From an optimization exercise on the open Yosys and OpenROAD flow, aimed at small area, a short achievable clock period and few clock cycles; shortcuts taken in it are not production practice. Function was checked by simulation only, so behaviour that the tests miss may differ from the original. Power and IR drop assume default switching activity.

==> exp/delta: inputs <==
==> flow/design.v (excerpt) <==
module oflow_core (
	input  logic                  clk,
	input  logic                  rst_i,
	input  logic                  cfg_we_i,
	input  logic [CFG_ADDR_W-1:0] cfg_addr_i,
	input  logic [CFG_DATA_W-1:0] cfg_data_i,
	input  logic                  bbox_valid_i,
	input  logic [BBOX_W-1:0]     bbox_i,
	input  logic                  frame_end_i,
	output logic                  ready_o,
	output logic                  id_valid_o,
	output logic [ID_W-1:0]       id_o,
	output logic                  frame_done_o,
	output logic [CONF_W-1:0]     conflict_cnt_o
);
	logic [WEIGHT_W-1:0] w_wx;
	logic [WEIGHT_W-1:0] w_wy;
	logic [WEIGHT_W-1:0] w_ww;
	logic [WEIGHT_W-1:0] w_wh;
	logic [COST_W-1:0]   w_thr;
	oflow_weight_regs oflow_weight_regs (
		.clk        (clk),
		.rst_i      (rst_i),
		.cfg_we_i   (cfg_we_i),
		.cfg_addr_i (cfg_addr_i),
		.cfg_data_i (cfg_data_i),
		.w_wx       (w_wx),
		.w_wy       (w_wy),
		.w_ww       (w_ww),
		.w_wh       (w_wh),
		.w_thr      (w_thr)
	);
	logic [6:1] st_box, st_end;
	logic              ready_q;
	logic [BBOX_W-1:0] s1_bbox;
	always_ff @(posedge clk) begin
		if (rst_i) begin
			ready_q <= 1'b0;
			st_box  <= '0;
			st_end  <= '0;
		end else begin
			ready_q   <= 1'b1;
			st_box[1] <= ready_q && bbox_valid_i && !frame_end_i;   
			st_end[1] <= ready_q && frame_end_i;
			st_box[6:2] <= st_box[5:1];
			st_end[6:2] <= st_end[5:1];
		end
	end
	always_ff @(posedge clk) begin
		s1_bbox <= bbox_i;
	end
	assign ready_o = ready_q;
	logic [MAX_BBOXES-1:0][BBOX_W-1:0] prev_bbox;
	logic [MAX_BBOXES-1:0]             prev_valid;
	oflow_frame_mem oflow_frame_mem (
		.clk          (clk),
		.rst_i        (rst_i),
		.wr_i         (st_box[1]),
		.wr_bbox_i    (s1_bbox),
		.swap_i       (st_end[1]),
		.prev_bbox_o  (prev_bbox),
		.prev_valid_o (prev_valid)
	);
	logic [MAX_BBOXES-1:0][COST_W-1:0] s3_sum_a, s3_sum_b;
	logic [MAX_BBOXES-1:0]             s2_valid, s3_valid;
	for (genvar i = 0; i < MAX_BBOXES; i++) begin : g_pe
		oflow_match_pe oflow_match_pe (
			.clk        (clk),
			.new_bbox_i (s1_bbox),
			.rec_bbox_i (prev_bbox[i]),
			.w_wx       (w_wx),
			.w_wy       (w_wy),
			.w_ww       (w_ww),
  ...
==> flow/config.mk <==
export PLATFORM = sky130hd
export DESIGN_NAME = oflow_core
export DESIGN_NICKNAME = oflow_core
export VERILOG_FILES = /design/flow/design.v
export SDC_FILE = /design/flow/constraint.sdc
export NUM_CORES = 4
export LEC_CHECK = 0
export CAP_MARGIN = 20
export CORE_MARGIN = 2
export CORE_UTILIZATION = 40
export SLEW_MARGIN = 20
==> flow/constraint.sdc <==
create_clock -name core_clock -period 11.0 [get_ports {clk}]
set_input_delay 2.2000 -clock core_clock [delete_from_list [all_inputs] [get_ports {clk}]]
set_output_delay 2.2000 -clock core_clock [all_outputs]
set_load 0.01 [all_outputs]
run.sh (not shown) runs the stock make flow with config.mk's settings and CLKGATE_MAP_FILE= SYNTH_SCRIPT=/design/flow/synth_recipe.tcl, a recipe that flattens the netlist after the stock synthesis.
==> exp/juniper: changes against exp/delta <==
==> flow/flow/run.sh (new file) <==
#!/bin/bash
set -euo pipefail
cd "$(dirname "$0")/.."
MARGIN=$(cat flow/margin.txt)
bash standard.sh SETUP_SLACK_MARGIN="$MARGIN" finish > flow_make.log 2>&1
==> flow/flow/margin.txt (new file) <==
7.5
==> flow/standard.sh (new file) <==
#!/bin/bash
# synth_recipe.tcl (not shown) runs the flow's synth.tcl, then flattens the netlist and writes it again
# the make line also repeats each setting of config.mk as NAME=value (left out here)
make -C /OpenROAD-flow-scripts/flow DESIGN_CONFIG=/design/flow/config.mk WORK_HOME=/design/flow/orfs CLKGATE_MAP_FILE= SYNTH_SCRIPT=/design/flow/synth_recipe.tcl "${@:-finish}"
removed: flow/run.sh
==> results.txt <==
exp/delta completed without violations. exp/juniper finished clean.
Between exp/delta and exp/juniper, the lower core utilization is in exp/delta (gap 7.1 points).
Routed wire length: exp/juniper is larger than exp/delta (28%).
Of exp/juniper and exp/delta, exp/juniper has the higher design area (gap about 16%, measured against exp/delta).
Against exp/delta, the hold slack of exp/juniper is higher by 0.0018 ns.
In sequential cell count, exp/juniper and exp/delta do not differ.
Of exp/delta and exp/juniper, exp/juniper has the higher global-route usage (gap 5.2 points).
Sequential power: exp/delta is lower than exp/juniper (about 1%).
Against exp/delta, the final cell count of exp/juniper is higher by about 5.6%.
Synthesized area is the same in exp/juniper and exp/delta.
In exp/juniper the clock power is smaller than in exp/delta, by about 1%.
Testbench counts of exp/delta, summed over its fixed seeds: cycles 3,851.
Testbench counts of exp/juniper, summed over its fixed seeds: cycles 3,851.

[static timing again, ports no longer ideal]
How much do the figures lean on ideal ports? The routed layouts below were timed once more, with nothing changed but the port constraints.
Step 1 assumes that a clkbuf_16 drives the clock port and a buf_2 every other input.
Step 2 times the ports against the registers' clock, not the clock port: input delays grow and output delays shrink by t, the midpoint of the rising clock arrivals with the driver on.
Three values: ideal, step 1, step 2; two values: the first two.
| run | shift t [ns] | setup slack, ns | worst setup path after step 2 | clock arrival spread, ns | pins driven straight from the clock port |
|---|---|---|---|---|---|
| exp/delta | 0.885 | 5.814 / 5.814 / 5.814 | register to register | 0.038 / 0.039 | 1 |
| exp/juniper | 0.920 | 6.863 / 6.863 / 6.836 | input to register | 0.078 / 0.078 | 1 |
After both steps setup and hold are still met in every run listed. For exp/juniper, which loses most, drivers alone change the setup slack by 0.000 ns; drivers and shift together by -0.027 ns.
